## constraint.sdc

```tcl
create_clock -name core_clock -period 5.0 [get_ports {clk}]
set_input_delay 1.0000 -clock core_clock [delete_from_list [all_inputs] [get_ports {clk}]]
set_output_delay 1.0000 -clock core_clock [all_outputs]
set_load 0.01 [all_outputs]
```

## config.mk

```make
export PLATFORM = sky130hd
export DESIGN_NAME = dmem_responder
export DESIGN_NICKNAME = dmem_responder
export VERILOG_FILES = /design/flow/design.v
export SDC_FILE = /design/flow/constraint.sdc
export NUM_CORES = 4
export LEC_CHECK = 0
export CAP_MARGIN = 20
export CORE_MARGIN = 2
export CORE_UTILIZATION = 40
export SLEW_MARGIN = 20
```

## run.sh

```bash
#!/bin/bash
# synth_recipe.tcl (not shown) runs the flow's synth.tcl, then flattens the netlist and writes it again
# the make line also repeats each setting of config.mk as NAME=value (left out here)
make -C /OpenROAD-flow-scripts/flow DESIGN_CONFIG=/design/flow/config.mk WORK_HOME=/design/flow/orfs CLKGATE_MAP_FILE= SYNTH_SCRIPT=/design/flow/synth_recipe.tcl finish
```

## design.v

```verilog
module dmem_responder #(
    parameter int unsigned DEPTH   = 64,
    parameter int unsigned ADDR_W  = 32,
    parameter int unsigned LATENCY = 2
) (
    input  logic              clk,
    input  logic              rst,
    input  logic              req_valid,
    output logic              req_ready,
    input  logic              req_we,
    input  logic [ADDR_W-1:0] req_addr,
    input  logic [2:0]        req_funct3,
    input  logic [31:0]       req_wdata,
    output logic              rsp_valid,
    input  logic              rsp_ready,
    output logic [31:0]       rsp_rdata,
    output logic              rsp_err,
    output logic              busy
);
    localparam int unsigned IDX_W = $clog2(DEPTH);
    localparam int unsigned LA_W  = IDX_W + 2;
    localparam int unsigned CNT_W = (LATENCY > 1) ? $clog2(LATENCY) : 1;
    typedef enum logic [1:0] {IDLE, WAIT, RESP} state_t;
    state_t             state, nxt_state;
    logic [CNT_W-1:0]   cnt, nxt_cnt;
    logic               nxt_rsp_valid, nxt_rsp_err;
    logic [31:0]        nxt_rsp_rdata;
    logic               accept_c, commit_c, mem_we_c;
    logic               lat_we;
    logic [LA_W-1:0]    lat_addr;
    logic [2:0]         lat_f3;
    logic [31:0]        lat_wdata;
    logic [31:0]        mem [DEPTH];
    logic               unused_addr_c;
    assign unused_addr_c = ^req_addr[ADDR_W-1:LA_W];
    logic               op_we;
    logic [LA_W-1:0]    op_addr;
    logic [2:0]         op_f3;
    logic [31:0]        op_wdata;
    logic [IDX_W-1:0]   op_idx;
    logic [1:0]         op_off;
    always_comb begin
        if (state == IDLE) begin
            op_we    = req_we;
            op_addr  = req_addr[LA_W-1:0];
            op_f3    = req_funct3;
            op_wdata = req_wdata;
        end else begin
            op_we    = lat_we;
            op_addr  = lat_addr;
            op_f3    = lat_f3;
            op_wdata = lat_wdata;
        end
        op_idx = op_addr[LA_W-1:2];
        op_off = op_addr[1:0];
    end
    logic op_err;
    always_comb begin
        op_err = 1'b0;
        if (op_f3[1:0] == 2'b11)                       op_err = 1'b1;
        if (op_f3 == 3'b110)                           op_err = 1'b1;
        if (op_we && op_f3[2])                         op_err = 1'b1;
        if (op_f3[1:0] == 2'b01 && op_off[0])          op_err = 1'b1;
        if (op_f3[1:0] == 2'b10 && op_off != 2'b00)    op_err = 1'b1;
    end
    logic [31:0] rd_word, load_data;
    logic [7:0]  rd_byte;
    logic [15:0] rd_half;
    always_comb begin
        rd_word = mem[op_idx];
        case (op_off)
            2'd0:    rd_byte = rd_word[7:0];
            2'd1:    rd_byte = rd_word[15:8];
            2'd2:    rd_byte = rd_word[23:16];
            default: rd_byte = rd_word[31:24];
        endcase
        rd_half = op_off[1] ? rd_word[31:16] : rd_word[15:0];
        case (op_f3)
            3'b000:  load_data = {{24{rd_byte[7]}}, rd_byte};
            3'b100:  load_data = {24'd0, rd_byte};
            3'b001:  load_data = {{16{rd_half[15]}}, rd_half};
            3'b101:  load_data = {16'd0, rd_half};
            3'b010:  load_data = rd_word;
            default: load_data = 32'd0;
        endcase
    end
    logic [3:0]  st_be;
    logic [31:0] st_wd;
    always_comb begin
        case (op_f3[1:0])
            2'b00: begin
                st_be = 4'b0001 << op_off;
                st_wd = {4{op_wdata[7:0]}};
            end
            2'b01: begin
                st_be = op_off[1] ? 4'b1100 : 4'b0011;
                st_wd = {2{op_wdata[15:0]}};
            end
            2'b10: begin
                st_be = 4'b1111;
                st_wd = op_wdata;
            end
            default: begin
                st_be = 4'b0000;
                st_wd = 32'd0;
            end
        endcase
    end
    always_comb begin
        nxt_state     = state;
        nxt_cnt       = cnt;
        nxt_rsp_valid = rsp_valid;
        nxt_rsp_rdata = rsp_rdata;
        nxt_rsp_err   = rsp_err;
        accept_c      = 1'b0;
        commit_c      = 1'b0;
        case (state)
            IDLE: begin
                if (req_valid) begin
                    accept_c = 1'b1;
                    nxt_cnt  = CNT_W'(LATENCY - 1);
                    if (LATENCY == 1) begin
                        nxt_state = RESP;
                        commit_c  = 1'b1;
                    end else begin
                        nxt_state = WAIT;
                    end
                end
            end
            WAIT: begin
                nxt_cnt = cnt - CNT_W'(1);
                if (cnt == CNT_W'(1)) begin
                    nxt_state = RESP;
                    commit_c  = 1'b1;
                end
            end
            RESP: begin
                if (rsp_ready) begin
                    nxt_state     = IDLE;
                    nxt_rsp_valid = 1'b0;
                end
            end
            default: nxt_state = IDLE;
        endcase
        if (commit_c) begin
            nxt_rsp_valid = 1'b1;
            nxt_rsp_err   = op_err;
            nxt_rsp_rdata = (op_err || op_we) ? 32'd0 : load_data;
        end
    end
    assign mem_we_c = commit_c && op_we && !op_err && rst;
    always_ff @(posedge clk or negedge rst) begin
        if (!rst) begin
            state     <= IDLE;
            cnt       <= '0;
            req_ready <= 1'b1;
            rsp_valid <= 1'b0;
            rsp_rdata <= 32'd0;
            rsp_err   <= 1'b0;
            busy      <= 1'b0;
            lat_we    <= 1'b0;
            lat_addr  <= '0;
            lat_f3    <= 3'd0;
            lat_wdata <= 32'd0;
        end else begin
            state     <= nxt_state;
            cnt       <= nxt_cnt;
            req_ready <= (nxt_state == IDLE);
            rsp_valid <= nxt_rsp_valid;
            rsp_rdata <= nxt_rsp_rdata;
            rsp_err   <= nxt_rsp_err;
            busy      <= (nxt_state != IDLE);
            if (accept_c) begin
                lat_we    <= req_we;
                lat_addr  <= req_addr[LA_W-1:0];
                lat_f3    <= req_funct3;
                lat_wdata <= req_wdata;
            end
        end
    end
    always_ff @(posedge clk) begin
        if (mem_we_c) begin
            for (int b = 0; b < 4; b++) begin
                if (st_be[b]) mem[op_idx][8*b +: 8] <= st_wd[8*b +: 8];
            end
        end
    end
endmodule
```

==> flow_summary.ini, run 1 <==
[synth]
synth.area.mux_share_pct = 2.56
synth-main-ff-cell = edfxtp_1
synthAdderAreaFrac_pct = 0
synth_top_area_share_pct = 74.2
synth_cells = 5544
yosys.area_share.simple_pct = 7.98
synth-edff-count = 2048
ys_ff_latch = 2131
synth_compound_area_share_pct = 10.3
ys_top_cells_by_area = edfxtp_1 74%, o22ai_1 3.7%, nand2_1 2.7%
synth-xor-area-share_pct = 0
ys_async_sr_fraction_pct = 3.89
synth_nets = 5616
ys_warn_count = 1
synthDistinctLibCells = 86
syn_avg_cell_area_um2 = 14.9
ys_seq_area_share_pct = 76.7
synth_top_family_by_area = compound AO/OA/AOI/OAI gates
syn-cell-area_mm2 = 0.0829
synth_top_area_cell = edfxtp_1

[clocking]
root_buffer = clkbuf_16
cts_buffers = 211
clk_pin_slew_ps = 60
cts-hold-fix-buffers = 0
cts.sink_count = 2131
htree_levels = 4
cts_tree = built
post_cts_buffers = 0
post_cts_resized = 0
clk_path_buf_depth = 3
insertion_delay_ps = 870

[floorplanning]
core_area_mm2 = 0.206
start_util_pct = 40.1
die_area_mm2 = 0.211
boundaryPins = 108
num_rows = 167
die_w_um = 459
die_h_um = 459

[final_layout]
area_delta_synth_final_pct = 19.8
nets = 6219
n_antenna_cell = 0
final_util_pct = 48.1
design_area_mm2 = 0.0993
final_cell_mix = 2,048 x edfxtp_1, 631 x buf_4, 585 x nand2_1
final_common_cell = edfxtp_1
drive_above_1_share_pct = 18.3
fillers = 17500

[min_path]
hold_path_class = primary input to asynchronous set/reset pin

[global_routing]
grt-ovfl-total = 0
grt_start_max_net_pins = 71
track_usage_pct = 24.4
first_global_vias = 52600
antenna_found_initial = 7
grt_pass1_wl_mm = 377

[timing]
setup_violations = 0
final-hold-violation-count = 0
period_minus_slack_ps = 4580
finalMaxSlewViolations = 0
rsz0062_at_grt = no
finalClockSkew_ps = 53.6
tightest_slew_ps = 1220
period_share_pct = 91.5
slew_headroom_pct = 18.3
fmax_mhz = 219
final.setup.tns_ps = 0
finalWorstSetupSlack_ps = 424

[critical_path]
worstPathArrival_ps = 5330
timing.rr.end = rsp_rdata[31]
cp.required_ps = 5750
worstSetupPathType = register to register
startpoint = state[0]
worstSetupEndpoint = rsp_rdata[31]
regToRegSetupSlack_ps = 420
cp-end-kind = register
worstRegToRegCells = 14
startpoint_type = register
cp_max_fo = 38
reg2reg_from = state[0]

[placement]
dp_hpwl_mm = 167
io_buffers = 83
placed_area_mm2 = 0.0921
pre_cts_slack_ps = 113
gp_congestion = 0.886

[routing]
drc = 0
detail_route.first_pass.iterations = 8
drt-total-wl_mm = 263
vias_per_cell = 6.05
drtIter0Drc = 7358
drtAntennaViolNets = 0
wl_per_cell_um = 29.1
vias = 54600

[power]
pwr_density_cell_mw_per_mm2 = 704
peakVddDrop_mv = 0.625
leakagePower_nw = 32.9

[run_status]
status = timing/DRC/antenna clean

[job]
cap_viol_max_count = 0
cell families after synthesis:
logic type,after synthesis
DFF,2131
and+or+nand+nor,1491
AOI/OAI and AO/OA,1294
buffers and inverters,424
muxes,204
worst max-delay path: stages (launching register included):
cell,delay [ps]
dfrtp_1,530
or2_2,640
buf_4,310
o21ai_4,430
buf_12,310
o22ai_1,140
o211ai_1,260
o21ai_0,200
nor4_1,380
buf_4,190
nand2_1,180
a311oi_2,340
o211ai_2,160
buf_4,190
o221ai_1,170
state kept, by name, summed over array words and instances, names as in the netlist:
register and cells:
busy 1, rsp_valid 1, lat_wdata 32, lat_f3 3
state 2, req_ready 1, cnt 1, lat_addr 8
mem 2048, lat_we 1, rsp_rdata 32, rsp_err 1
cells in the mapped netlist, types with 10 or more instances:
| library cell | instances |
|---|---|
| a32oi_1 | 52 |
| o211ai_1 | 26 |
| buf_1 | 37 |
| clkbuf_1 | 138 |
| a222oi_1 | 14 |
| o31ai_1 | 16 |
| and3_1 | 10 |
| nor3_1 | 332 |
| nor2_1 | 275 |
| mux2_2 | 55 |
| buf_6 | 13 |
| inv_1 | 12 |
| a22oi_1 | 20 |
| o221ai_1 | 86 |
| nor4_1 | 30 |
| a21oi_1 | 179 |
| buf_2 | 189 |
| o21a_1 | 12 |
| mux2i_1 | 146 |
| nand2_1 | 591 |
| o21ai_0 | 158 |
| o21ai_1 | 11 |
| buf_4 | 35 |
| a31oi_1 | 115 |
| nand3_1 | 169 |
| or4_1 | 13 |
| a211oi_1 | 10 |
| o22ai_1 | 492 |
| dfrtp_1 | 82 |
| a32o_1 | 19 |
| edfxtp_1 | 2048 |
| nand2b_1 | 17 |
worst min-delay path by stage:
stage | end | slack [ps] | cells after the start | start
2_1_floorplan | state[0] | 460 | 1 | cnt
3_3_place_gp | state[0] | 470 | 1 | cnt
3_5_place_dp | rsp_rdata[9] | 490 | 2 | rsp_rdata[9]
4_1_cts | rsp_rdata[12] | 50 | 1 | rst
5_1_grt | busy | 80 | 1 | rst
6_report | busy | 90 | 1 | rst
routing by layer:
layer / GRT usage (%) / routed length [um]
met3: 4.49 / 25800
met2: 38.3 / 122000
met5: 0 / 49
met4: 9.01 / 10300
met1: 33.9 / 104000
final cells by class:
type / instances / area, um^2 / share of cell area [%]
multi-input combinational: 2989 / 17800 / 17.9
clock buffer: 263 / 5570 / 5.61
timing repair buffer: 802 / 7350 / 7.40
clock inverter: 125 / 1530 / 1.54
tap: 2704 / 3380 / 3.41
inverter: 12 / 45.0 / 0.0454
sequential: 2131 / 63600 / 64.0
stage by stage:
stage / power (mW) / hold slack [ps] / cells
2_1_floorplan: 39.1 / 457 / 5544
3_3_place_gp: 52.9 / 473 / 8637
3_5_place_dp: 53.3 / 486 / 8637
4_1_cts: 69.4 / 46.5 / 9025
5_1_grt: 71.8 / 80.1 / 9026
6_report: 69.8 / 86.6 / 9026
where the power goes:
group	total, mW	internal [mW]	switching (mW)
Clock	16.2	9.37	6.88
Combinational	28.7	8.36	20.3
Sequential	24.9	24.7	0.250
Total	69.8	42.4	27.4
Testbench counts, summed over its fixed seeds: cycles 14,400, items 4,800.
==> run 2: changes to the inputs <==
==> design.v (replaced) <==
module dmem_responder #(
    parameter int unsigned DEPTH   = 64,
    parameter int unsigned ADDR_W  = 32,
    parameter int unsigned LATENCY = 2
) (
    input  logic              clk,
    input  logic              rst,
    input  logic              req_valid,
    output logic              req_ready,
    input  logic              req_we,
    input  logic [ADDR_W-1:0] req_addr,
    input  logic [2:0]        req_funct3,
    input  logic [31:0]       req_wdata,
    output logic              rsp_valid,
    input  logic              rsp_ready,
    output logic [31:0]       rsp_rdata,
    output logic              rsp_err,
    output logic              busy
);
    localparam int unsigned IDX_W = $clog2(DEPTH);
    logic [31:0] mem [DEPTH];
    logic unused_c;
    assign unused_c = ^{req_addr[ADDR_W-1:IDX_W+2]};
    logic [IDX_W-1:0] idx;
    logic [1:0]       off;
    logic [2:0]       f3;
    assign idx = req_addr[IDX_W+1:2];
    assign off = req_addr[1:0];
    assign f3  = req_funct3;
    logic err;
    assign err = (f3[1:0] == 2'b11) || (f3 == 3'b110) || (req_we && f3[2]) ||
                 (f3[1:0] == 2'b01 && off[0]) || (f3[1:0] == 2'b10 && off != 2'b00);
    logic acc;
    assign acc = req_valid && req_ready;
    logic [3:0]  st_be;
    logic [31:0] st_wd;
    always_comb begin
        case (f3[1:0])
            2'b00: begin
                st_be = 4'b0001 << off;
                st_wd = {4{req_wdata[7:0]}};
            end
            2'b01: begin
                st_be = off[1] ? 4'b1100 : 4'b0011;
                st_wd = {2{req_wdata[15:0]}};
            end
            default: begin
                st_be = 4'b1111;
                st_wd = req_wdata;
            end
        endcase
    end
    logic do_st;
    assign do_st = acc && req_we && !err;
    always_ff @(posedge clk) begin
        for (int w = 0; w < DEPTH; w++) begin
            for (int b = 0; b < 4; b++) begin
                if (do_st && idx == IDX_W'(w) && st_be[b]) mem[w][8*b +: 8] <= st_wd[8*b +: 8];
            end
        end
    end
    logic        s1_v, s1_ld, s1_err, s1_uns;
    logic [1:0]  s1_off, s1_sz;
    logic [31:0] s1_word;
    logic        o_v, sk_v;
    logic        s1_hold;
    assign s1_hold = s1_v && o_v && sk_v;
    always_ff @(posedge clk) begin
        if (req_ready) begin
            s1_word <= mem[idx];
            s1_ld   <= !req_we && !err;
            s1_err  <= err;
            s1_off  <= off;
            s1_sz   <= f3[1:0];
            s1_uns  <= f3[2];
        end
    end
    logic [7:0]  rd_byte;
    logic [15:0] rd_half;
    logic [31:0] ext;
    always_comb begin
        case (s1_off)
            2'd0:    rd_byte = s1_word[7:0];
            2'd1:    rd_byte = s1_word[15:8];
            2'd2:    rd_byte = s1_word[23:16];
            default: rd_byte = s1_word[31:24];
        endcase
        rd_half = s1_off[1] ? s1_word[31:16] : s1_word[15:0];
        case (s1_sz)
            2'b00:   ext = {{24{rd_byte[7] & !s1_uns}}, rd_byte};
            2'b01:   ext = {{16{rd_half[15] & !s1_uns}}, rd_half};
            default: ext = s1_word;
        endcase
        if (!s1_ld) ext = 32'd0;
    end
    logic [31:0] sk_data;
    logic        sk_err;
    logic        take;
    assign take = o_v && rsp_ready;
    logic s1_move;
    assign s1_move = s1_v && !(o_v && sk_v);
    logic n_s1_v, n_o_v, n_sk_v;
    always_comb begin
        n_s1_v = acc || (s1_v && s1_hold);
        n_o_v  = (o_v && !take) || sk_v || s1_move;
        n_sk_v = (sk_v && !take) || (s1_move && o_v && !take);
    end
    always_ff @(posedge clk or negedge rst) begin
        if (!rst) begin
            s1_v      <= 1'b0;
            o_v       <= 1'b0;
            sk_v      <= 1'b0;
            req_ready <= 1'b0;
            busy      <= 1'b0;
        end else begin
            s1_v      <= n_s1_v;
            o_v       <= n_o_v;
            sk_v      <= n_sk_v;
            req_ready <= !(n_s1_v && n_o_v && n_sk_v);
            busy      <= n_s1_v || n_o_v || n_sk_v;
        end
    end
    assign rsp_valid = o_v;
    always_ff @(posedge clk) begin
        if (!o_v || take) begin
            if (sk_v) begin
                rsp_rdata <= sk_data;
                rsp_err   <= sk_err;
            end else begin
                rsp_rdata <= ext;
                rsp_err   <= s1_err;
            end
        end
        if (!sk_v || take) begin
            sk_data <= ext;
            sk_err  <= s1_err;
        end
    end
endmodule
==> run 2 against run 1 <==
Sequential power decreased by 16%; area after synthesis fell by 1.9%; largest power group is now registers; non-clock buffer count fell by 115; critical endpoint is now s1_word[10]; global-route usage is 11 points higher.
==> flow_summary.ini, run 2 <==
[floorplanning]
start_util_pct = 40.2
core_area_mm2 = 0.202
die_area_mm2 = 0.207
die_w_um = 455
num_rows = 165
boundaryPins = 108
die_h_um = 455

[critical_path]
cpPeakStageDelay_ps = 920
cp-end-kind = register
crit_chain = buf_4 -> buf_12 -> nand4b_2 -> nor2_4 -> buf_4 -> a22oi_1 -> nand3_1 -> nor4_1 -> a21oi_1 -> buf_4
worstPathArrival_ps = 4740
crit_slowest_cell = nor2_4
worstSetupPathType = primary input to register
startpoint_type = primary input
cp_common_cell = buf_4
worstRegToRegCells = 6
cp.required_ps = 5710
cp_max_fo = 35

[timing]
rsz0062_at_grt = no
period_minus_slack_ps = 4030
setup_violations = 0
slew_headroom_pct = 13.4
tightest_slew_ps = 1300
fmax_mhz = 248
finalClockSkew_ps = 51.3
finalMaxSlewViolations = 0
period_share_pct = 80.5
final.setup.tns_ps = 0
final-hold-violation-count = 0
hold_slack_ps = 379

[synth]
syn-cell-area_mm2 = 0.0813
ys_seq_area_share_pct = 79.7
ys_ff_latch = 2158
ys_top_cells_by_area = edfxtp_1 79%, a22oi_1 6.5%, nor2_1 1.6%
synth-edff-count = 2153
ys_async_sr_fraction_pct = 0.232
synth-main-ff-cell = edfxtp_1
synth_top_area_cell = edfxtp_1
synth_top_area_share_pct = 79.5
synth_cells = 4744
synth_nets = 4816
synth_common_cells = 2,153 x edfxtp_1, 700 x a22oi_1, 348 x nor2_1
syn_avg_cell_area_um2 = 17.1
ys_warn_count = 2
synthDistinctLibCells = 76
synthMostInstantiatedCell = edfxtp_1

[placement]
gp_congestion = 1.06
io_buffers = 83
dp_hpwl_mm = 244

[routing]
vias = 56100
drtIter0Drc = 11600
drtAntennaViolNets = 0
drc = 0
wl_per_cell_um = 45.2
vias_per_cell = 6.83
detail_route.first_pass.iterations = 6
drt-total-wl_mm = 371

[clocking]
post_cts_buffers = 0
insertion_delay_ps = 890
clk_path_buf_depth = 3
htree_levels = 4
cts.sink_count = 2158
post_cts_resized = 0
cts_tree = built
clk_pin_slew_ps = 60
root_buffer = clkbuf_16
cts_buffers = 208
cts-hold-fix-buffers = 0

[final_layout]
fillers = 17000
nets = 5421
largest_register = mem
final_cell_mix = 2,153 x edfxtp_1, 700 x a22oi_1, 570 x buf_4
drive_above_1_share_pct = 20.5
regArea_mm2 = 0.0648
final_common_cell = edfxtp_1
multi_input_comb_area_mm2 = 0.0158
largest_reg_flops = 2048
area_delta_synth_final_pct = 18.3

[global_routing]
track_usage_pct = 35.2
grt_pass1_wl_mm = 478
antenna_found_initial = 33
grt_start_max_net_pins = 68
first_global_vias = 50500
grt-ovfl-total = 0

[power]
leakagePower_nw = 31.3
fin_total_pwr_mw = 38.8
peakVddDrop_mv = 0.374
pwr_density_cell_mw_per_mm2 = 403

[run_status]
status = timing/DRC/antenna clean

[min_path]
hold_path_class = primary input to asynchronous set/reset pin

[job]
cap_viol_max_count = 0
[run 2: changes by cell type in the layout (fill, tap and decap cells not counted), moves of 93 or more]
cell / previous run / this run
nand3_1: 169 / 47
a22oi_1: 14 / 700
edfxtp_1: 2048 / 2153
o22ai_1: 484 / 3
nor3_1: 332 / 44
a31oi_1: 115 / 22
nand4_1: 8 / 152
o21ai_0: 144 / 21
nand2_1: 585 / 179
[run 2: power breakdown]
part / internal, mW / total (mW) / switching, mW / leakage, nW
combinational: 0.849 / 2.71 / 1.86 / 8.65
clock: 8.16 / 15.0 / 6.88 / 3.09
sequential: 20.6 / 21.0 / 0.425 / 19.6
total: 29.6 / 38.8 / 9.17 / 31.3
[run 2: cells by family (layout without fill, tap and decap cells)]
kind of cell	count (synthesis)	after routing	synth area share, %
other cells	0	25	0
mux	172	172	2.30
simple gates	1022	1022	6.32
compound gates	1075	1075	9.92
flops	2158	2158	79.7
buf+inv	317	1089	1.81
[run 2: path summary, 6_finish.rpt]
check / start / endpoint / slack [ps]
setup reg to reg: s1_off[1] / rsp_rdata[18] / 1640
min in group core_clock: s1_err / sk_err / 450
setup / recovery: req_addr[2] / s1_word[10] / 970
hold reg to reg: s1_err / sk_err / 450
max in group asynchronous: rst / req_ready / 4420
hold / removal: rst / s1_v / 380
[run 2: through the flow]
stage	setup WS [ps]	utilization [%]	instance area, um^2	instances
floorplan	223	-	81300	4744
global placement	195	44.4	89700	7807
detailed placement	211	44.4	89800	7807
CTS	1090	47.5	96100	8184
global route	1120	47.6	96200	8194
finish	973	47.6	96200	8213
[run 2: layout make-up]
cell class,count,area share (%)
Multi-Input combinational cell,2269,16.4
Antenna cell,25,0.0650
Clock buffer,271,5.72
Sequential cell,2158,67.3
Clock inverter,106,0.853
Timing Repair Buffer,687,6.04
Inverter,25,0.0975
Tap cell,2672,3.47
[run 2: worst max-delay path: cells and delay by family]
kind,cells,cell delay (ps)
simple gates,4,1560
buf+inv,4,1330
compound gates,2,720
[run 2: per-layer routing]
metal | vias up | track usage (%) | share of wire [%]
met5 | - | 0.735 | 0.16
met4 | 38 | 22.8 | 8.1
met3 | 1265 | 15.7 | 18
met2 | 5766 | 48.8 | 41
met1 | 28300 | 44.6 | 33
li1 | 20700 | - | -
==> run 3: changes to the inputs <==
--- a/config.mk
+++ b/config.mk
@@ -8,4 +8,5 @@
 export CAP_MARGIN = 20
 export CORE_MARGIN = 2
 export CORE_UTILIZATION = 40
+export SETUP_SLACK_MARGIN = 2.6
 export SLEW_MARGIN = 20
==> run 3 against run 2 <==
Still clean on timing, DRC and antenna; cell count is 6.0% higher; total power rose by 3.5%; register-to-register slack better by 680 ps; setup slack improved by 1100 ps; synthesized cell count unchanged; largest cell class unchanged; largest power group unchanged.
==> flow_summary.ini, run 3 <==
[synth]
syn-cell-area_mm2 = 0.0813
ys_seq_area_share_pct = 79.7
synth_top_area_share_pct = 79.5
synth_top_family_by_area = compound AO/OA/AOI/OAI gates
synth-xor-area-share_pct = 0
ys_top_cells_by_area = edfxtp_1 79%, a22oi_1 6.5%, nor2_1 1.6%
synthAdderAreaFrac_pct = 0
synthDistinctLibCells = 76
syn_avg_cell_area_um2 = 17.1
ys_ff_latch = 2158
synth_common_cells = 2,153 x edfxtp_1, 700 x a22oi_1, 348 x nor2_1
ys_async_sr_fraction_pct = 0.232
synth_top_area_cell = edfxtp_1
yosys.area_share.simple_pct = 6.32
synth_nets = 4816
ys_warn_count = 2
synth-edff-count = 2153
synth-main-ff-cell = edfxtp_1
synth_cells = 4744
synth_compound_area_share_pct = 9.92
synth.area.mux_share_pct = 2.30
synthMostInstantiatedCell = edfxtp_1

[power]
pwr_density_cell_mw_per_mm2 = 364
peakVddDrop_mv = 0.418
fin_total_pwr_mw = 40.1
leakagePower_nw = 36.6

[clocking]
clk_path_buf_depth = 3
root_buffer = clkbuf_16
cts_buffers = 211
htree_levels = 4
clk_pin_slew_ps = 60
cts.sink_count = 2158
cts_tree = built
insertion_delay_ps = 920

[placement]
pre_cts_slack_ps = 300
io_buffers = 83
placed_area_mm2 = 0.0910
gp_congestion = 1.02
dp_hpwl_mm = 246

[final_layout]
nets = 5910
final_cell_mix = 2,153 x edfxtp_1, 581 x a22oi_1, 547 x buf_4
design_area_mm2 = 0.110
final_common_cell = edfxtp_1
area_delta_synth_final_pct = 35.4
largest_reg_flops = 2048
drive_above_1_share_pct = 37.4
largest_register = mem

[job]
cap_viol_max_count = 0

[timing]
final-hold-violation-count = 0
setup_violations = 0
fmax_mhz = 338
slew_headroom_pct = 30.1
finalClockSkew_ps = 60.5
period_minus_slack_ps = 2960
finalWorstSetupSlack_ps = 2040
tightest_slew_ps = 1050
final.setup.tns_ps = 0
rsz0062_at_grt = yes
finalMaxSlewViolations = 0
period_share_pct = 59.1

[floorplanning]
num_rows = 165
die_w_um = 455
start_util_pct = 40.2
die_area_mm2 = 0.207
core_area_mm2 = 0.202
boundaryPins = 108
die_h_um = 455

[routing]
drtIter0Drc = 13100
detail_route.first_pass.iterations = 12
vias = 60800
drc = 0
drtAntennaViolNets = 0
drt-total-wl_mm = 404
vias_per_cell = 6.98
wl_per_cell_um = 46.5

[global_routing]
first_global_vias = 54000
grt_start_max_net_pins = 67
grt_pass1_wl_mm = 513
grt-ovfl-total = 0
track_usage_pct = 37.9
antenna_found_initial = 33

[critical_path]
path_delay_family = simple AND/OR/NAND/NOR gates
worstPathArrival_ps = 3590
startpoint_type = primary input
critPathBufInv = 2
cp-end-kind = register
cp.required_ps = 5640
worstSetupPathType = primary input to register
crit_chain = buf_16 -> buf_6 -> nor2_4 -> a22o_1 -> a32oi_1 -> nand4_1 -> or4_4 -> o32a_1
cp_max_fo = 9
cpPeakStageDelay_ps = 620
crit_slowest_cell = or4_4

[min_path]
hold_path_class = primary input to asynchronous set/reset pin

[run_status]
status = timing/DRC/antenna clean
## run 3: cell counts after synthesis
No cell type changed its count.
## run 3: path summary, 6_finish.rpt
check	startpoint	to	slack (ps)	depth (start not counted)
worst max-delay path	req_addr[2]	s1_word[16]	2040	8
worst min-delay path	rst	busy	350	1
worst max register to register	mem[58][16]	s1_word[16]	2320	5
worst min register to register	s1_err	sk_err	450	0
max in group asynchronous	rst	req_ready	4440	1
min in group core_clock	req_addr[0]	s1_off[0]	450	1
## run 3: layout make-up
cell class	count	area, um^2
fillers	15200	92000
flip-flops and latches	2158	64800
multi-input cells	2272	20500
repair buffers	1170	14600
clock buffers	278	5550
well taps	2672	3340
clock inverters	109	1200
inverters	25	93.8
diodes	20	50.0
## run 3: metrics by stage
step	utilization, %	std cells	hold slack [ps]
floorplan	-	4744	422
global placement	45.0	7600	439
detailed placement	45.0	7607	436
CTS	52.7	8500	346
global route	54.4	8687	353
finish	54.5	8704	348
## run 3: what timing repair did
action / CTS / global route
hold buffers: 0 / 0
pin swaps: 343 / 246
resized for setup: 680 / 230
setup endpoints to repair: 2974 / 1110
gates cloned: 26 / 2
setup buffers: 480 / 182
hold endpoints to repair: 0 / 0
## run 3: power by group
part           switching, mW  internal, mW
combinational           2.23          1.16
sequential             0.332          20.6
clock                   7.17          8.64
total                   9.74          30.4
## run 3: kinds of logic (layout without fill, tap and decap cells)
kind of cell    Yosys count  count (layout)
mux                     172             172
compound gates         1075            1075
other cells               0              20
buf+inv                 317            1582
simple gates           1022            1025
flops                  2158            2158
## run 3: metal layers
metal | vias up | share of wire, % | track usage [%]
li1 | 21700 | - | -
met1 | 30300 | 32 | 45.8
met2 | 6800 | 40 | 51.4
met3 | 1897 | 19 | 19.6
met4 | 44 | 9.3 | 27.4
met5 | - | 0.25 | 1.59
==> run 4: changes to the inputs <==
--- a/design.v
+++ b/design.v
@@ -65,9 +65,24 @@
     logic        o_v, sk_v;
     logic        s1_hold;
     assign s1_hold = s1_v && o_v && sk_v;
+    logic [7:0]  sel_lo, sel_hi;
+    logic [31:0] rd_grp [8];
+    logic [31:0] rd_word;
+    always_comb begin
+        for (int k = 0; k < 8; k++) begin
+            sel_lo[k] = idx[2:0] == 3'(k);
+            sel_hi[k] = idx[5:3] == 3'(k);
+        end
+        for (int g = 0; g < 8; g++) begin
+            rd_grp[g] = 32'd0;
+            for (int k = 0; k < 8; k++) rd_grp[g] = rd_grp[g] | (mem[8*g+k] & {32{sel_lo[k]}});
+        end
+        rd_word = 32'd0;
+        for (int g = 0; g < 8; g++) rd_word = rd_word | (rd_grp[g] & {32{sel_hi[g]}});
+    end
     always_ff @(posedge clk) begin
         if (req_ready) begin
-            s1_word <= mem[idx];
+            s1_word <= rd_word;
             s1_ld   <= !req_we && !err;
             s1_err  <= err;
             s1_off  <= off;
==> run 4 against run 3 <==
Die area up 4.1%; maximum frequency is 14% higher; first-iteration DRC count shrank 40%; register-to-register slack better by 340 ps; clock power barely moved.
==> flow_summary.ini, run 4 <==
[final_layout]
multi_input_comb_area_mm2 = 0.0226
nets = 5540
largest_reg_flops = 2048
final_cell_mix = 2,153 x edfxtp_1, 405 x buf_4, 247 x buf_12
design_area_mm2 = 0.109
drive_above_1_share_pct = 37.1
final_common_cell = edfxtp_1
regArea_mm2 = 0.0648
area_delta_synth_final_pct = 29.1
largest_register = mem
fillers = 16300
final_cell_count_no_fill = 8462

[placement]
gp_congestion = 0.882
placed_area_mm2 = 0.0927
dp_cells = 7520
pre_cts_slack_ps = 665
io_buffers = 83
dp_hpwl_mm = 170

[floorplanning]
core_area_mm2 = 0.210
die_w_um = 464
die_area_mm2 = 0.215
die_h_um = 464
boundaryPins = 108
num_rows = 168
start_util_pct = 40.3

[power]
switchingPower_mw = 9.89
pwr-share-comb_pct = 9.9
pwr_density_cell_mw_per_mm2 = 375
pwr-share-seq_pct = 50.9
leakagePower_nw = 35.4
swShare_pct = 24.1
fin_total_pwr_mw = 41.0
peakVddDrop_mv = 0.445
p_int_mw = 31.1
clockPowerShare_pct = 39.2

[synth]
ys_top_cells_by_area = edfxtp_1 76%, mux4_2 4.1%, mux2_2 3.0%
syn_avg_cell_area_um2 = 17.9
ys_ff_latch = 2158
ys_warn_count = 3
synth_common_cells = 2,153 x edfxtp_1, 287 x nor2_1, 222 x mux2_2
synth-main-ff-cell = edfxtp_1
syn-cell-area_mm2 = 0.0847
synth-edff-count = 2153
synthDistinctLibCells = 73
ys_async_sr_fraction_pct = 0.232
synth_cells = 4732
synth_nets = 4804
synth_top_area_share_pct = 76.3
synthMostInstantiatedCell = edfxtp_1
synth_top_area_cell = edfxtp_1
ys_seq_area_share_pct = 76.5

[timing]
finalMaxSlewViolations = 0
slew_headroom_pct = 40.5
final-hold-violation-count = 0
tightest_slew_ps = 889
fmax_mhz = 384
rsz0062_at_grt = yes
setup_violations = 0
period_minus_slack_ps = 2600
period_share_pct = 52.0
final.setup.tns_ps = 0
finalClockSkew_ps = 45.8
finalWorstSetupSlack_ps = 2400

[clocking]
clk_pin_slew_ps = 60
clk_path_buf_depth = 3
htree_levels = 4
insertion_delay_ps = 870
root_buffer = clkbuf_16
cts_buffers = 217
cts_tree = built
cts-hold-fix-buffers = 0
cts.sink_count = 2158

[global_routing]
grt-ovfl-total = 0
grt_pass1_wl_mm = 401
antenna_found_initial = 11
grt_start_max_net_pins = 65
first_global_vias = 49800
track_usage_pct = 26.5

[min_path]
hold_path_class = primary input to asynchronous set/reset pin

[critical_path]
reg2reg_from = req_ready
worstSetupPathType = primary input to register
startpoint_type = primary input
cp.required_ps = 5530
worstRegToRegCells = 9
cp_max_fo = 18
worstPathArrival_ps = 3130
cp_common_cell = buf_4
crit_slowest_cell = a222oi_1
crit_chain = buf_16 -> buf_4 -> buf_12 -> buf_4 -> nor3b_4 -> buf_8 -> a22oi_1 -> o211ai_1 -> a222oi_1 -> nand4b_1
cp-end-kind = register
timing.rr.end = mem[45][29]
cpPeakStageDelay_ps = 430
regToRegSetupSlack_ps = 2660

[run_status]
status = timing/DRC/antenna clean

[routing]
drc = 0
vias_per_cell = 6.21
drtAntennaViolNets = 0
wl_per_cell_um = 34.7
drtIter0Drc = 7893
detail_route.first_pass.iterations = 5
drt-total-wl_mm = 294
vias = 52500

[job]
cap_viol_max_count = 0
==> run 4: cells by family after synthesis <==
logic type,share of synthesized area (%)
flops,76.5
compound gates,8.16
simple gates,3.93
mux,9.44
buf+inv,1.97
==> run 4: worst max path at each step <==
| stage | slack (ps) | end | cells past startpoint | start |
|---|---|---|---|---|
| 2_1_floorplan | 2050 | mem[4][10] | 9 | req_addr[3] |
| 3_3_place_gp | 730 | s1_word[7] | 5 | req_addr[6] |
| 3_5_place_dp | 670 | s1_word[7] | 5 | req_addr[6] |
| 4_1_cts | 2400 | req_ready | 2 | req_ready |
| 5_1_grt | 2410 | req_ready | 2 | req_ready |
| 6_report | 2400 | s1_word[31] | 10 | req_addr[4] |
==> run 4: metal layers <==
metal / vias to the layer above / part of all wire (%) / track usage [%]
li1: 21000 / - / -
met1: 27300 / 38 / 36.2
met2: 3557 / 45 / 40.1
met3: 650 / 11 / 5.73
met4: 4 / 5.3 / 13.1
met5: - / 0.0071 / 0
==> run 4: cell type report <==
type,count,share of cell area (%)
multi-input combinational,2228,20.6
tap,2805,3.21
sequential,2158,59.3
clock buffer,262,5.18
clock inverter,138,1.22
timing repair buffer,854,10.4
timing repair inverter,1,0.00801
antenna,8,0.0183
inverter,8,0.0653
==> run 4: power by group through the flow <==
stage	Clock, mW	Sequential [mW]	Combinational (mW)
2_1_floorplan	0	21.2	1.80
5_1_grt	16.8	20.9	4.20
3_5_place_dp	0	21.2	3.38
3_3_place_gp	0	21.2	3.34
4_1_cts	16.1	20.8	3.82
6_report	16.0	20.9	4.07
==> run 4: timing repair <==
action	4_1_cts	5_1_grt
pin swaps	275	119
setup buffers	378	105
gates cloned	40	11
resized for setup	418	176
endpoints found under the setup margin	3147	1422
==> run 4: stage by stage <==
| step | utilization, % | hold WS [ps] |
|---|---|---|
| final | 52.0 | 349 |
| after global routing | 52.0 | 345 |
| after CTS | 51.0 | 301 |
| after detailed placement | 44.1 | 445 |
| after global placement | 44.1 | 430 |
| after floorplan | - | 422 |
==> run 4: worst max-delay path: cells and delay by family <==
family | cells | cell delay [ps]
and+or+nand+nor | 2 | 370
AOI/OAI and AO/OA | 3 | 900
buffers and inverters | 5 | 780
==> run 5: changes to the inputs <==
--- a/design.v
+++ b/design.v
@@ -65,20 +65,32 @@
     logic        o_v, sk_v;
     logic        s1_hold;
     assign s1_hold = s1_v && o_v && sk_v;
-    logic [7:0]  sel_lo, sel_hi;
-    logic [31:0] rd_grp [8];
+    logic [31:0] rd_l1 [DEPTH/4];
+    logic [31:0] rd_l2 [DEPTH/16];
     logic [31:0] rd_word;
     always_comb begin
-        for (int k = 0; k < 8; k++) begin
-            sel_lo[k] = idx[2:0] == 3'(k);
-            sel_hi[k] = idx[5:3] == 3'(k);
+        for (int g = 0; g < DEPTH/4; g++) begin
+            case (idx[1:0])
+                2'd0:    rd_l1[g] = mem[4*g];
+                2'd1:    rd_l1[g] = mem[4*g+1];
+                2'd2:    rd_l1[g] = mem[4*g+2];
+                default: rd_l1[g] = mem[4*g+3];
+            endcase
         end
-        for (int g = 0; g < 8; g++) begin
-            rd_grp[g] = 32'd0;
-            for (int k = 0; k < 8; k++) rd_grp[g] = rd_grp[g] | (mem[8*g+k] & {32{sel_lo[k]}});
+        for (int h = 0; h < DEPTH/16; h++) begin
+            case (idx[3:2])
+                2'd0:    rd_l2[h] = rd_l1[4*h];
+                2'd1:    rd_l2[h] = rd_l1[4*h+1];
+                2'd2:    rd_l2[h] = rd_l1[4*h+2];
+                default: rd_l2[h] = rd_l1[4*h+3];
+            endcase
         end
-        rd_word = 32'd0;
-        for (int g = 0; g < 8; g++) rd_word = rd_word | (rd_grp[g] & {32{sel_hi[g]}});
+        case (idx[5:4])
+            2'd0:    rd_word = rd_l2[0];
+            2'd1:    rd_word = rd_l2[1];
+            2'd2:    rd_word = rd_l2[2];
+            default: rd_word = rd_l2[3];
+        endcase
     end
     always_ff @(posedge clk) begin
         if (req_ready) begin
--- a/config.mk
+++ b/config.mk
@@ -7,6 +7,6 @@
 export LEC_CHECK = 0
 export CAP_MARGIN = 20
 export CORE_MARGIN = 2
-export CORE_UTILIZATION = 40
+export CORE_UTILIZATION = 65
 export SETUP_SLACK_MARGIN = 2.6
 export SLEW_MARGIN = 20
==> run 5 against run 4 <==
Still clean; clock skew down 18 ps; first-iteration DRC count down 16%; clock power down 9%; maximum frequency up 3.3%; synthesized cell count down 7.5%; critical path depth down 4; count of clock-buffer cells in the layout up 1; combinational power down 13%; global-route usage up 9.0 points; routed wire length down 21%; cell count down 21%; critical path type unchanged.
==> flow_summary.ini, run 5 <==
[synth]
ys_seq_area_share_pct = 76.5
synthDistinctLibCells = 59
synth_nets = 4450
synth_top_area_cell = edfxtp_1
synth_top_area_share_pct = 76.3
ys_warn_count = 4
synth_common_cells = 2,153 x edfxtp_1, 367 x mux4_2, 365 x nor2_1
synth_cells = 4378
synth-main-ff-cell = edfxtp_1
ys_async_sr_fraction_pct = 0.232
synth-edff-count = 2153
syn_avg_cell_area_um2 = 19.3
syn-cell-area_mm2 = 0.0847
ys_top_cells_by_area = edfxtp_1 76%, mux4_2 9.8%, mux2i_1 2.0%
synthMostInstantiatedCell = edfxtp_1
ys_ff_latch = 2158

[critical_path]
cp.required_ps = 5500
crit_slowest_cell = nand2_1
cp_max_fo = 20
worstPathArrival_ps = 3020
regToRegSetupSlack_ps = 2670
crit_chain = buf_16 -> nand2b_4 -> buf_4 -> nor2_4 -> nand2_1 -> nor2_4
critPathBufInv = 2
worstSetupPathType = primary input to register
cp_common_cell = nor2_4
worstRegToRegCells = 6
path_delay_family = simple AND/OR/NAND/NOR gates
timing.rr.end = rsp_rdata[19]
reg2reg_from = s1_word[31]
cpPeakStageDelay_ps = 460
cp-end-kind = register
startpoint_type = primary input

[routing]
drt-total-wl_mm = 233
drtAntennaViolNets = 0
drtIter0Drc = 6626
wl_per_cell_um = 34.9
vias_per_cell = 6.92
drc = 0
vias = 46200
detail_route.first_pass.iterations = 6

[global_routing]
grt_pass1_wl_mm = 327
first_global_vias = 44600
antenna_found_initial = 9
grt-ovfl-total = 0
track_usage_pct = 35.5
grt_start_max_net_pins = 86

[final_layout]
largest_reg_flops = 2048
design_area_mm2 = 0.100
final_cell_mix = 2,153 x edfxtp_1, 368 x mux4_2, 266 x nor2_4
area_delta_synth_final_pct = 18.7
largest_register = mem
final_util_pct = 77.6
final_common_cell = edfxtp_1
fillers = 7020
nets = 4847
drive_above_1_share_pct = 33.9

[timing]
final-hold-violation-count = 0
finalMaxSlewViolations = 0
final.setup.tns_ps = 0
tightest_slew_ps = 1180
period_minus_slack_ps = 2520
hold_slack_ps = 414
fmax_mhz = 397
finalClockSkew_ps = 27.5
period_share_pct = 50.4
slew_headroom_pct = 21.1
finalWorstSetupSlack_ps = 2480
rsz0062_at_grt = yes
setup_violations = 0

[floorplanning]
die_area_mm2 = 0.133
start_util_pct = 65.4
die_h_um = 365
num_rows = 132
boundaryPins = 108
die_w_um = 365
core_area_mm2 = 0.129

[job]
cap_viol_max_count = 0

[clocking]
cts_buffers = 204
cts_tree = built
cts.sink_count = 2158
insertion_delay_ps = 840
root_buffer = clkbuf_16
clk_pin_slew_ps = 60
clk_path_buf_depth = 3
htree_levels = 4

[placement]
pre_cts_slack_ps = 682
io_buffers = 83
dp_hpwl_mm = 137
gp_congestion = 0.867
placed_area_mm2 = 0.0904

[min_path]
hold_path_class = primary input to asynchronous set/reset pin

[power]
leakagePower_nw = 32.0
peakVddDrop_mv = 0.468
pwr_density_cell_mw_per_mm2 = 388

[run_status]
status = timing/DRC/antenna clean
-- run 5: cell count changes after synthesis, sizes merged, moves of 29 or more --
cell    change
mux4      +214
a221oi    -162
a22oi     -139
mux2       -87
nor2       +78
buf        -44
nand2      -42
o21ai      +29
-- run 5: layer usage --
| layer | vias to the layer above | wire (um) | part of all wire, % | global-route usage [%] |
|---|---|---|---|---|
| met5 | - | 108 | 0.046 | 0 |
| met1 | 24000 | 86900 | 37 | 50.8 |
| met4 | 14 | 9850 | 4.2 | 13.7 |
| met3 | 482 | 25100 | 11 | 7.68 |
| met2 | 2870 | 111000 | 48 | 54.6 |
| li1 | 18800 | - | - | - |
-- run 5: kinds of logic after synthesis --
group / Yosys count / share of synthesized area [%]
AO/OA/AOI/OAI: 620 / 4.94
buffers and inverters: 301 / 1.95
flip-flops: 2158 / 76.5
multiplexers: 678 / 13.7
AND/OR/NAND/NOR: 621 / 2.94
-- run 5: worst max path at each step --
stage / start / to / slack (ps) / cells past startpoint
2_1_floorplan: req_addr[2] / mem[53][10] / 2000 / 10
3_3_place_gp: req_addr[4] / mem[55][8] / 670 / 5
3_5_place_dp: req_addr[4] / mem[55][8] / 680 / 5
4_1_cts: req_ready / req_ready / 2490 / 2
5_1_grt: req_ready / req_ready / 2470 / 2
6_report: req_addr[4] / mem[57][8] / 2480 / 6
-- run 5: final cells by class --
cell class	instances	area, um^2	area share [%]
multi-input cells	1923	21500	21.4
clock inverters	102	702	0.699
flip-flops and latches	2158	64800	64.5
well taps	1742	2180	2.17
inverters	24	121	0.121
repair buffers	464	5680	5.66
diodes	1	2.50	0.00249
clock buffers	263	5480	5.45
-- run 5: stage by stage --
stage / power, mW / std cells
6_report: 39.0 / 6677
5_1_grt: 39.9 / 6676
4_1_cts: 38.9 / 6597
3_5_place_dp: 24.4 / 6087
3_3_place_gp: 24.3 / 6085
2_1_floorplan: 23.0 / 4378
-- run 5: where the power goes --
group | leakage [nW] | internal, mW | total [mW] | switching [mW]
Sequential | 19.6 | 20.5 | 20.8 | 0.289
Combinational | 9.35 | 1.31 | 3.56 | 2.25
Clock | 3.03 | 8.13 | 14.6 | 6.46
Total | 32.0 | 30.0 | 39.0 | 9.01
-- run 5: timing repair --
| action | CTS | global route |
|---|---|---|
| cloned | 27 | 5 |
| resized for setup | 330 | 72 |
| pin swaps | 95 | 32 |
| endpoints found under the hold margin | 0 | 0 |
| setup endpoints to repair | 2317 | 1234 |
| hold buffers | 0 | 0 |
| setup buffers | 118 | 74 |
-- run 5: worst register-to-register path: stages (launching register included) --
cell and delay [ps]:
edfxtp_1 540, mux4_2 520, a21o_2 310, o21ai_4 160
buf_12 170, a21oi_1 80, mux2_2 300
Testbench counts of run 5, summed over its fixed seeds: cycles 4,816, items 4,800.
==> run 6: changes to the inputs <==
--- a/config.mk
+++ b/config.mk
@@ -8,5 +8,7 @@
 export CAP_MARGIN = 20
 export CORE_MARGIN = 2
 export CORE_UTILIZATION = 65
+export CTS_CLUSTER_DIAMETER = 80
+export CTS_CLUSTER_SIZE = 30
 export SETUP_SLACK_MARGIN = 2.6
 export SLEW_MARGIN = 20
==> run 6 against run 5 <==
Still clean; area after synthesis unchanged; synthesized cell count unchanged; cell area decreased by 2.1%; combinational power increased by 4%; critical endpoint is now s1_word[28]; highest routed layer unchanged.
==> flow_summary.ini, run 6 <==
[run_status]
status = timing/DRC/antenna clean

[floorplanning]
die_w_um = 365
start_util_pct = 65.4
die_area_mm2 = 0.133
die_h_um = 365
num_rows = 132
core_area_mm2 = 0.129
boundaryPins = 108

[critical_path]
startpoint_type = primary input
cp_max_fo = 10
worstPathArrival_ps = 3060
cp.required_ps = 5520
cp-end-kind = register
reg2reg_from = s1_word[31]
worstSetupPathType = primary input to register
startpoint = req_addr[2]
worstRegToRegCells = 6
regToRegSetupSlack_ps = 2680
worstSetupEndpoint = s1_word[28]
timing.rr.end = rsp_rdata[15]

[routing]
vias = 45600
drtIter0Drc = 6776
drc = 0
detail_route.first_pass.iterations = 6
vias_per_cell = 7.03
drt-total-wl_mm = 235
wl_per_cell_um = 36.3
drtAntennaViolNets = 0

[synth]
synth_common_cells = 2,153 x edfxtp_1, 367 x mux4_2, 365 x nor2_1
ys_seq_area_share_pct = 76.5
synth_top_area_cell = edfxtp_1
ys_ff_latch = 2158
synthMostInstantiatedCell = edfxtp_1
ys_warn_count = 4
synth_nets = 4450
synthDistinctLibCells = 59
synth_top_area_share_pct = 76.3
syn-cell-area_mm2 = 0.0847
syn_avg_cell_area_um2 = 19.3
ys_top_cells_by_area = edfxtp_1 76%, mux4_2 9.8%, mux2i_1 2.0%
synth-main-ff-cell = edfxtp_1
ys_async_sr_fraction_pct = 0.232
synth-edff-count = 2153
synth_cells = 4378

[clocking]
cts-hold-fix-buffers = 0
cts_buffers = 89
cts_tree = built
clk_path_buf_depth = 3
htree_levels = 3
root_buffer = clkbuf_16
cts.sink_count = 2158
insertion_delay_ps = 750
clk_pin_slew_ps = 110

[placement]
dp_hpwl_mm = 137
io_buffers = 83
placed_area_mm2 = 0.0904
dp_cells = 6087
gp_congestion = 0.867
pre_cts_slack_ps = 682

[final_layout]
area_delta_synth_final_pct = 16.2
final_util_pct = 76.0
drive_above_1_share_pct = 33.3
largest_register = mem
design_area_mm2 = 0.0984
nets = 4774
final_common_cell = edfxtp_1
largest_reg_flops = 2048
final_cell_count_no_fill = 6491
final_cell_mix = 2,153 x edfxtp_1, 368 x mux4_2, 267 x nor2_4

[global_routing]
antenna_found_initial = 8
grt_pass1_wl_mm = 326
grt-ovfl-total = 0
grt_start_max_net_pins = 68
first_global_vias = 43500
track_usage_pct = 35.4

[power]
leakagePower_nw = 30.8
pwr_density_cell_mw_per_mm2 = 343
peakVddDrop_mv = 0.446

[timing]
fmax_mhz = 395
period_share_pct = 50.7
period_minus_slack_ps = 2530
rsz0062_at_grt = yes
finalClockSkew_ps = 32.7
finalMaxSlewViolations = 0
tightest_slew_ps = 1090
setup_violations = 0
slew_headroom_pct = 27.3
final.setup.tns_ps = 0
finalWorstSetupSlack_ps = 2470
final-hold-violation-count = 0

[job]
cap_viol_max_count = 0

[min_path]
hold_path_class = primary input to asynchronous set/reset pin
## run 6: cell counts after synthesis
Identical to the previous run, type by type.
## run 6: how the worst min path moves through the flow
stage            from  endpoint  slack [ps]  cells after the start
6_report          rst      sk_v         470                      1
5_1_grt           rst      sk_v         480                      1
4_1_cts           rst      s1_v         440                      1
3_5_place_dp   s1_err    sk_err         440                      0
3_3_place_gp   s1_err    sk_err         430                      0
2_1_floorplan  s1_err    sk_err         420                      0
## run 6: logic make-up after synthesis
kind of cell    after synthesis  synth area share, %
compound gates              620                 4.94
buf+inv                     301                 1.95
flops                      2158                 76.5
mux                         678                 13.7
simple gates                621                 2.94
## run 6: timing repair
| action | CTS | global route |
|---|---|---|
| setup buffers | 143 | 75 |
| pin swaps | 129 | 54 |
| setup endpoints to repair | 2408 | 686 |
| gates resized for setup | 322 | 104 |
| gates cloned | 40 | 8 |
## run 6: layout make-up
| cell class | count | area, um^2 |
|---|---|---|
| Sequential cell | 2158 | 64800 |
| Fill cell | 7255 | 31100 |
| Multi-Input combinational cell | 1925 | 21800 |
| Timing Repair Buffer | 504 | 6710 |
| Clock buffer | 104 | 2380 |
| Tap cell | 1742 | 2180 |
| Clock inverter | 32 | 424 |
| Inverter | 24 | 128 |
| Antenna cell | 2 | 5.00 |
## run 6: worst max-delay path, cell delays in order
cell and delay (ps):
buf_16 160, buf_12 170, clkbuf_16 180, buf_4 150
inv_4 250, o21a_1 180, o221ai_1 120, o211ai_1 230
o2111ai_1 220, a21oi_1 350
## run 6: per-stage QoR
stage	hold slack, ps	power (mW)
final	475	33.7
after global routing	477	34.5
after CTS	442	33.6
after detailed placement	443	24.4
after global placement	434	24.3
after floorplan	422	23.0
## run 6: per-layer routing
| metal | routed length (um) | vias up | GRT usage (%) |
|---|---|---|---|
| met5 | 89 | - | 0 |
| met4 | 10600 | 12 | 13.1 |
| met3 | 26200 | 464 | 6.73 |
| met2 | 112000 | 2777 | 55.0 |
| met1 | 86400 | 23800 | 51.0 |
| li1 | - | 18500 | - |
## run 6: where the power goes
part           total (mW)  switching (mW)  internal (mW)  leakage (nW)
combinational        3.71            2.30           1.42          9.83
sequential           20.8           0.288           20.5          19.6
clock                9.23            5.49           3.74          1.36
total                33.7            8.08           25.7          30.8
==> run 7: changes to the inputs <==
--- a/config.mk
+++ b/config.mk
@@ -10,5 +10,5 @@
 export CORE_UTILIZATION = 65
 export CTS_CLUSTER_DIAMETER = 80
 export CTS_CLUSTER_SIZE = 30
-export SETUP_SLACK_MARGIN = 2.6
+export SETUP_SLACK_MARGIN = 2.8
 export SLEW_MARGIN = 20
==> run 7 against run 6 <==
Cell area is 6.5% higher; setup slack worse by 140 ps; cell count is 4.9% higher; clock skew is 18 ps higher; still clean; clock power is 2.3% higher; sequential power hardly changed; sequential share of layout area is 4.0 points lower; utilization is 4.9 points higher; non-clock buffer count is 311 higher; count of clock-buffer cells in the layout is 7 lower; total power is 2.3% higher.
==> flow_summary.ini, run 7 <==
[routing]
wl_per_cell_um = 37.5
vias = 48500
vias_per_cell = 7.12
drt-total-wl_mm = 255
drtAntennaViolNets = 0
detail_route.first_pass.iterations = 6
drc = 0
drtIter0Drc = 8021

[global_routing]
grt_start_max_net_pins = 66
antenna_found_initial = 8
first_global_vias = 46800
track_usage_pct = 38.7
grt-ovfl-total = 0
grt_pass1_wl_mm = 353

[clocking]
cts-hold-fix-buffers = 0
cts_buffers = 92
root_buffer = clkbuf_16
clk_path_buf_depth = 3
clk_pin_slew_ps = 100
insertion_delay_ps = 750
cts.sink_count = 2158
cts_tree = built
htree_levels = 3

[synth]
synthDistinctLibCells = 59
synth_nets = 4450
synth_cells = 4378
synth-main-ff-cell = edfxtp_1
synth_top_area_share_pct = 76.3
ys_top_cells_by_area = edfxtp_1 76%, mux4_2 9.8%, mux2i_1 2.0%
syn_avg_cell_area_um2 = 19.3
synth_top_area_cell = edfxtp_1
syn-cell-area_mm2 = 0.0847
ys_ff_latch = 2158
synth-edff-count = 2153
synthMostInstantiatedCell = edfxtp_1
ys_async_sr_fraction_pct = 0.232
ys_seq_area_share_pct = 76.5
ys_warn_count = 4
synth_common_cells = 2,153 x edfxtp_1, 367 x mux4_2, 365 x nor2_1

[critical_path]
worstSetupPathType = primary input to register
crit_chain = buf_12 -> and2_4 -> buf_4 -> buf_16 -> a21oi_1 -> a222oi_1 -> a21oi_1
cp_common_cell = a21oi_1
cp-end-kind = register
cp_max_fo = 43
startpoint_type = primary input
cp.required_ps = 5440
worstPathArrival_ps = 3110
crit_slowest_cell = a222oi_1
cpPeakStageDelay_ps = 650

[placement]
dp_hpwl_mm = 141
pre_cts_slack_ps = 830
gp_congestion = 0.883
io_buffers = 83

[final_layout]
multi_input_comb_area_mm2 = 0.0228
regArea_mm2 = 0.0648
fillers = 6292
area_delta_synth_final_pct = 23.7
largest_register = mem
nets = 5093
final_cell_mix = 2,153 x edfxtp_1, 368 x mux4_2, 275 x nor2_4
drive_above_1_share_pct = 39.5
largest_reg_flops = 2048
final_common_cell = edfxtp_1

[timing]
fmax_mhz = 375
rsz0062_at_grt = yes
hold_slack_ps = 482
tightest_slew_ps = 1110
finalClockSkew_ps = 50.5
period_minus_slack_ps = 2670
slew_headroom_pct = 25.8
period_share_pct = 53.4
finalMaxSlewViolations = 0
final.setup.tns_ps = 0
setup_violations = 0
finalWorstSetupSlack_ps = 2330
final-hold-violation-count = 0

[power]
pwr_density_cell_mw_per_mm2 = 329
peakVddDrop_mv = 0.326
p_int_mw = 26.0
pwr-share-comb_pct = 12.4
swShare_pct = 24.7
switchingPower_mw = 8.51
pwr-share-seq_pct = 60.2
clockPowerShare_pct = 27.4
fin_total_pwr_mw = 34.5
leakagePower_nw = 33.6

[floorplanning]
num_rows = 132
start_util_pct = 65.4
core_area_mm2 = 0.129
die_w_um = 365
die_area_mm2 = 0.133
die_h_um = 365
boundaryPins = 108

[job]
cap_viol_max_count = 0

[run_status]
status = timing/DRC/antenna clean

[min_path]
hold_path_class = register to register
-- run 7: cell counts after synthesis --
Identical to the previous run, type by type.
-- run 7: metrics by stage --
step	instances	cell area [um^2]	util (%)
after floorplan	4378	88500	-
final	6812	105000	80.9
after CTS	6737	103000	79.6
after global routing	6806	105000	80.9
after detailed placement	6095	90400	69.8
after global placement	6093	90300	69.8
-- run 7: what timing repair did --
| action | 4_1_cts | 5_1_grt |
|---|---|---|
| setup buffers | 436 | 65 |
| gates cloned | 69 | 4 |
| pin swaps | 293 | 151 |
| resized for setup | 717 | 196 |
| setup endpoints to repair | 3513 | 3006 |
-- run 7: area by class of cell --
cell class,count,share of cell area [%]
inverter,24,0.108
sequential,2158,61.9
timing repair buffer,815,11.4
clock buffer,97,2.28
antenna,6,0.0143
tap,1742,2.08
multi-input combinational,1930,21.8
clock inverter,40,0.497
-- run 7: final timing paths --
check	startpoint	cells past startpoint	slack [ps]	end
worst max-delay path	req_addr[5]	7	2330	s1_word[11]
worst min-delay path	s1_err	0	480	sk_err
worst max register to register	s1_word[7]	6	2650	rsp_rdata[26]
worst min register to register	s1_err	0	480	sk_err
max in group asynchronous	rst	1	4280	req_ready
min in group asynchronous	rst	1	500	busy
-- run 7: power groups by stage --
stage | combinational (mW) | sequential (mW) | clock, mW
finish | 4.28 | 20.8 | 9.44
global route | 4.41 | 20.8 | 10.1
CTS | 3.96 | 20.8 | 9.47
detailed placement | 3.22 | 21.2 | 0
global placement | 3.18 | 21.2 | 0
floorplan | 1.85 | 21.1 | 0
-- run 7: layer usage --
| layer | vias up | part of all wire [%] | GRT usage (%) |
|---|---|---|---|
| met2 | 3449 | 47 | 59.0 |
| met1 | 25200 | 35 | 53.3 |
| met5 | - | 0.046 | 0 |
| li1 | 19200 | - | - |
| met3 | 675 | 12 | 8.99 |
| met4 | 6 | 6.0 | 20.0 |
-- run 7: cell families after synthesis --
kind of cell / after synthesis / synth area share [%]
DFF: 2158 / 76.5
muxes: 678 / 13.7
and+or+nand+nor: 621 / 2.94
AOI/OAI and AO/OA: 620 / 4.94
buffers and inverters: 301 / 1.95
-- run 7: worst max-delay path: cells and delay by family --
family | cells | cell delay, ps
AO/OA/AOI/OAI | 3 | 990
buffers and inverters | 3 | 690
AND/OR/NAND/NOR | 1 | 240
==> run 8: changes to the inputs <==
==> design.v (replaced) <==
module dmem_responder #(
    parameter int unsigned DEPTH   = 64,
    parameter int unsigned ADDR_W  = 32,
    parameter int unsigned LATENCY = 2
) (
    input  logic              clk,
    input  logic              rst,
    input  logic              req_valid,
    output logic              req_ready,
    input  logic              req_we,
    input  logic [ADDR_W-1:0] req_addr,
    input  logic [2:0]        req_funct3,
    input  logic [31:0]       req_wdata,
    output logic              rsp_valid,
    input  logic              rsp_ready,
    output logic [31:0]       rsp_rdata,
    output logic              rsp_err,
    output logic              busy
);
    localparam int unsigned IDX_W = $clog2(DEPTH);
    logic [31:0] mem [DEPTH];
    logic unused_c;
    assign unused_c = ^{req_addr[ADDR_W-1:IDX_W+2]};
    logic [IDX_W-1:0] idx;
    logic [1:0]       off;
    logic [2:0]       f3;
    assign idx = req_addr[IDX_W+1:2];
    assign off = req_addr[1:0];
    assign f3  = req_funct3;
    logic err;
    assign err = (f3[1:0] == 2'b11) || (f3 == 3'b110) || (req_we && f3[2]) ||
                 (f3[1:0] == 2'b01 && off[0]) || (f3[1:0] == 2'b10 && off != 2'b00);
    logic acc;
    assign acc = req_valid && req_ready;
    logic [3:0]  st_be;
    logic [31:0] st_wd;
    always_comb begin
        case (f3[1:0])
            2'b00: begin
                st_be = 4'b0001 << off;
                st_wd = {4{req_wdata[7:0]}};
            end
            2'b01: begin
                st_be = off[1] ? 4'b1100 : 4'b0011;
                st_wd = {2{req_wdata[15:0]}};
            end
            default: begin
                st_be = 4'b1111;
                st_wd = req_wdata;
            end
        endcase
    end
    logic do_st;
    assign do_st = acc && req_we && !err;
    always_ff @(posedge clk) begin
        for (int w = 0; w < DEPTH; w++) begin
            for (int b = 0; b < 4; b++) begin
                if (do_st && idx == IDX_W'(w) && st_be[b]) mem[w][8*b +: 8] <= st_wd[8*b +: 8];
            end
        end
    end
    logic [31:0] rd_word;
    logic [7:0]  rd_byte;
    logic [15:0] rd_half;
    logic [31:0] ext;
    logic        ld;
    assign ld = !req_we && !err;
    always_comb begin
        rd_word = mem[idx];
        case (off)
            2'd0:    rd_byte = rd_word[7:0];
            2'd1:    rd_byte = rd_word[15:8];
            2'd2:    rd_byte = rd_word[23:16];
            default: rd_byte = rd_word[31:24];
        endcase
        rd_half = off[1] ? rd_word[31:16] : rd_word[15:0];
        case (f3[1:0])
            2'b00:   ext = {{24{rd_byte[7] & !f3[2]}}, rd_byte};
            2'b01:   ext = {{16{rd_half[15] & !f3[2]}}, rd_half};
            default: ext = rd_word;
        endcase
        if (!ld) ext = 32'd0;
    end
    logic        o_v, sk_v;
    logic [31:0] sk_data;
    logic        sk_err;
    logic        take;
    assign take = o_v && rsp_ready;
    logic n_o_v, n_sk_v;
    always_comb begin
        n_o_v  = (o_v && !take) || sk_v || acc;
        n_sk_v = (sk_v && !take) || (acc && (sk_v || (o_v && !take)));
    end
    always_ff @(posedge clk or negedge rst) begin
        if (!rst) begin
            o_v       <= 1'b0;
            sk_v      <= 1'b0;
            req_ready <= 1'b0;
            busy      <= 1'b0;
        end else begin
            o_v       <= n_o_v;
            sk_v      <= n_sk_v;
            req_ready <= !(n_o_v && n_sk_v);
            busy      <= n_o_v || n_sk_v;
        end
    end
    assign rsp_valid = o_v;
    always_ff @(posedge clk) begin
        if (!o_v || take) begin
            if (sk_v) begin
                rsp_rdata <= sk_data;
                rsp_err   <= sk_err;
            end else begin
                rsp_rdata <= ext;
                rsp_err   <= err;
            end
        end
        if (!sk_v || take) begin
            sk_data <= ext;
            sk_err  <= err;
        end
    end
endmodule
--- a/config.mk
+++ b/config.mk
@@ -7,8 +7,6 @@
 export LEC_CHECK = 0
 export CAP_MARGIN = 20
 export CORE_MARGIN = 2
-export CORE_UTILIZATION = 65
-export CTS_CLUSTER_DIAMETER = 80
-export CTS_CLUSTER_SIZE = 30
-export SETUP_SLACK_MARGIN = 2.8
+export CORE_UTILIZATION = 40
+export SETUP_SLACK_MARGIN = 2.5
 export SLEW_MARGIN = 20
==> run 8 against run 7 <==
Via count rose by 24%; utilization decreased by 29 points; sequential cell count fell by 40; count of clock-buffer cells in the layout up 158; clock power increased by 64%; critical path depth grew 7; critical path type unchanged; still clean on timing, DRC and antenna; sequential power decreased by 4%; highest routed layer unchanged; clock skew fell by 18 ps.
==> flow_summary.ini, run 8 <==
[critical_path]
cp_max_fo = 5
cp.required_ps = 5610
cp-end-kind = register
worstPathArrival_ps = 4430
startpoint = req_addr[5]
cp_common_cell = buf_6
reg2reg_from = mem[61][29]
crit_chain = bufbuf_16 -> or4_4 -> buf_6 -> nor2_4 -> buf_6 -> a2111oi_4 -> buf_4 -> and3_4 -> nand4_1 -> o32ai_4 -> buf_12 -> o211ai_1 -> a32o_2 -> mux2_4
crit_slowest_cell = a2111oi_4
startpoint_type = primary input
cpPeakStageDelay_ps = 560
path_delay_family = compound AO/OA/AOI/OAI gates
critPathBufInv = 5
worstSetupPathType = primary input to register

[floorplanning]
start_util_pct = 40.1
die_h_um = 454
die_area_mm2 = 0.206
core_area_mm2 = 0.202
boundaryPins = 108
num_rows = 165
die_w_um = 454

[synth]
synth_top_area_cell = edfxtp_1
synth_nets = 5114
synth_cells = 5042
ys_async_sr_fraction_pct = 0.189
syn-cell-area_mm2 = 0.0810
ys_top_cells_by_area = edfxtp_1 78%, a22oi_1 4.6%, nand3_1 2.2%
ys_ff_latch = 2118
ys_seq_area_share_pct = 78.5
ys_warn_count = 2
synth_common_cells = 2,114 x edfxtp_1, 501 x a22oi_1, 386 x nor2_1
syn_avg_cell_area_um2 = 16.1
synthMostInstantiatedCell = edfxtp_1
synthDistinctLibCells = 85
synth-edff-count = 2114
synth_top_area_share_pct = 78.4
synth-main-ff-cell = edfxtp_1

[placement]
gp_congestion = 1.01
dp_hpwl_mm = 238
pre_cts_slack_ps = -533
io_buffers = 83
dp_cells = 8152

[timing]
fmax_mhz = 262
tightest_slew_ps = 1090
finalWorstSetupSlack_ps = 1180
slew_headroom_pct = 27.2
period_minus_slack_ps = 3820
finalClockSkew_ps = 32.0
rsz0062_at_grt = yes
hold_slack_ps = 339
finalMaxSlewViolations = 0
setup_violations = 0
period_share_pct = 76.4
final-hold-violation-count = 0

[job]
cap_viol_max_count = 0

[final_layout]
area_delta_synth_final_pct = 30.5
final_common_cell = edfxtp_1
final_cell_count_no_fill = 8839
drive_above_1_share_pct = 31.6
final_util_pct = 52.4
final_cell_mix = 2,114 x edfxtp_1, 536 x buf_4, 483 x a22oi_1
largest_reg_flops = 2048
nets = 6052
fillers = 16000
largest_register = mem
largestRegisters = mem: 2048 flops, rsp_rdata: 32 flops, sk_data: 32 flops

[routing]
drtAntennaViolNets = 0
drt-total-wl_mm = 378
vias_per_cell = 6.80
vias = 60100
wl_per_cell_um = 42.7
detail_route.first_pass.iterations = 7
drc = 0
drtIter0Drc = 12000

[global_routing]
grt-ovfl-total = 0
track_usage_pct = 35.5
antenna_found_initial = 19
grt_pass1_wl_mm = 487
grt_start_max_net_pins = 74
first_global_vias = 54000

[clocking]
clk_path_buf_depth = 3
insertion_delay_ps = 880
htree_levels = 4
cts_tree = built
root_buffer = clkbuf_16
cts.sink_count = 2118
cts_buffers = 207
clk_pin_slew_ps = 60

[min_path]
hold_path_class = primary input to asynchronous set/reset pin

[power]
peakVddDrop_mv = 0.378
leakagePower_nw = 35.4
pwr_density_cell_mw_per_mm2 = 363
fin_total_pwr_mw = 38.4

[run_status]
status = timing/DRC/antenna clean
## run 8: path summary, 6_finish.rpt
check,cells past startpoint,to,slack (ps)
min in group core_clock,2,rsp_rdata[19],530
worst max register to register,10,rsp_rdata[5],1540
worst max-delay path,14,rsp_rdata[5],1180
worst min register to register,2,rsp_rdata[19],530
max in group asynchronous,1,busy,4480
worst min-delay path,1,req_ready,340
## run 8: final cells by class
type | count | area [um^2] | area share [%]
Clock buffer | 255 | 5420 | 5.13
Antenna cell | 14 | 35.0 | 0.0332
Sequential cell | 2118 | 63600 | 60.2
Multi-Input combinational cell | 2570 | 19800 | 18.8
Inverter | 8 | 30.0 | 0.0284
Clock inverter | 127 | 1120 | 1.06
Tap cell | 2672 | 3340 | 3.17
Timing Repair Buffer | 1075 | 12300 | 11.6
## run 8: where the power goes
group          switching, mW  total (mW)  internal (mW)
logic                   1.90        2.88          0.982
registers             0.0942        20.0           19.9
clock network           6.84        15.5           8.61
## run 8: worst reg2reg max path, cell delays in order, from the launching register on
cell	delay, ps
edfxtp_1	370
and3_4	200
a2111oi_4	510
buf_4	230
and3_4	180
nand4_1	350
o32ai_4	420
buf_12	190
o211ai_1	160
a32o_2	310
mux2_4	260
## run 8: per-stage QoR
| stage | setup TNS, ps | instance area, um^2 |
|---|---|---|
| 2_1_floorplan | 0 | 81400 |
| 3_3_place_gp | -12740 | 90400 |
| 3_5_place_dp | -2220 | 90500 |
| 4_1_cts | 0 | 102000 |
| 5_1_grt | 0 | 106000 |
| 6_report | 0 | 106000 |
## run 8: repair_timing
| item | in CTS | in global routing |
|---|---|---|
| hold buffers | 0 | 0 |
| pin swaps | 136 | 91 |
| cloned | 21 | 18 |
| buffers inserted | 198 | 53 |
| gates resized for setup | 730 | 652 |
| endpoints found under the setup margin | 2857 | 2070 |
## run 8: cells by family after synthesis
logic type | count (synthesis) | share of synthesized area, %
compound gates | 921 | 8.79
simple gates | 1599 | 10.2
mux | 43 | 0.575
buf+inv | 361 | 1.90
flops | 2118 | 78.5
## run 8: per-layer routing
metal	track usage (%)	part of all wire, %	vias to the layer above
met2	50.0	41	6078
met4	23.0	8.2	20
met5	0	0.090	-
met1	45.4	33	30200
li1	-	-	22400
met3	14.0	17	1446
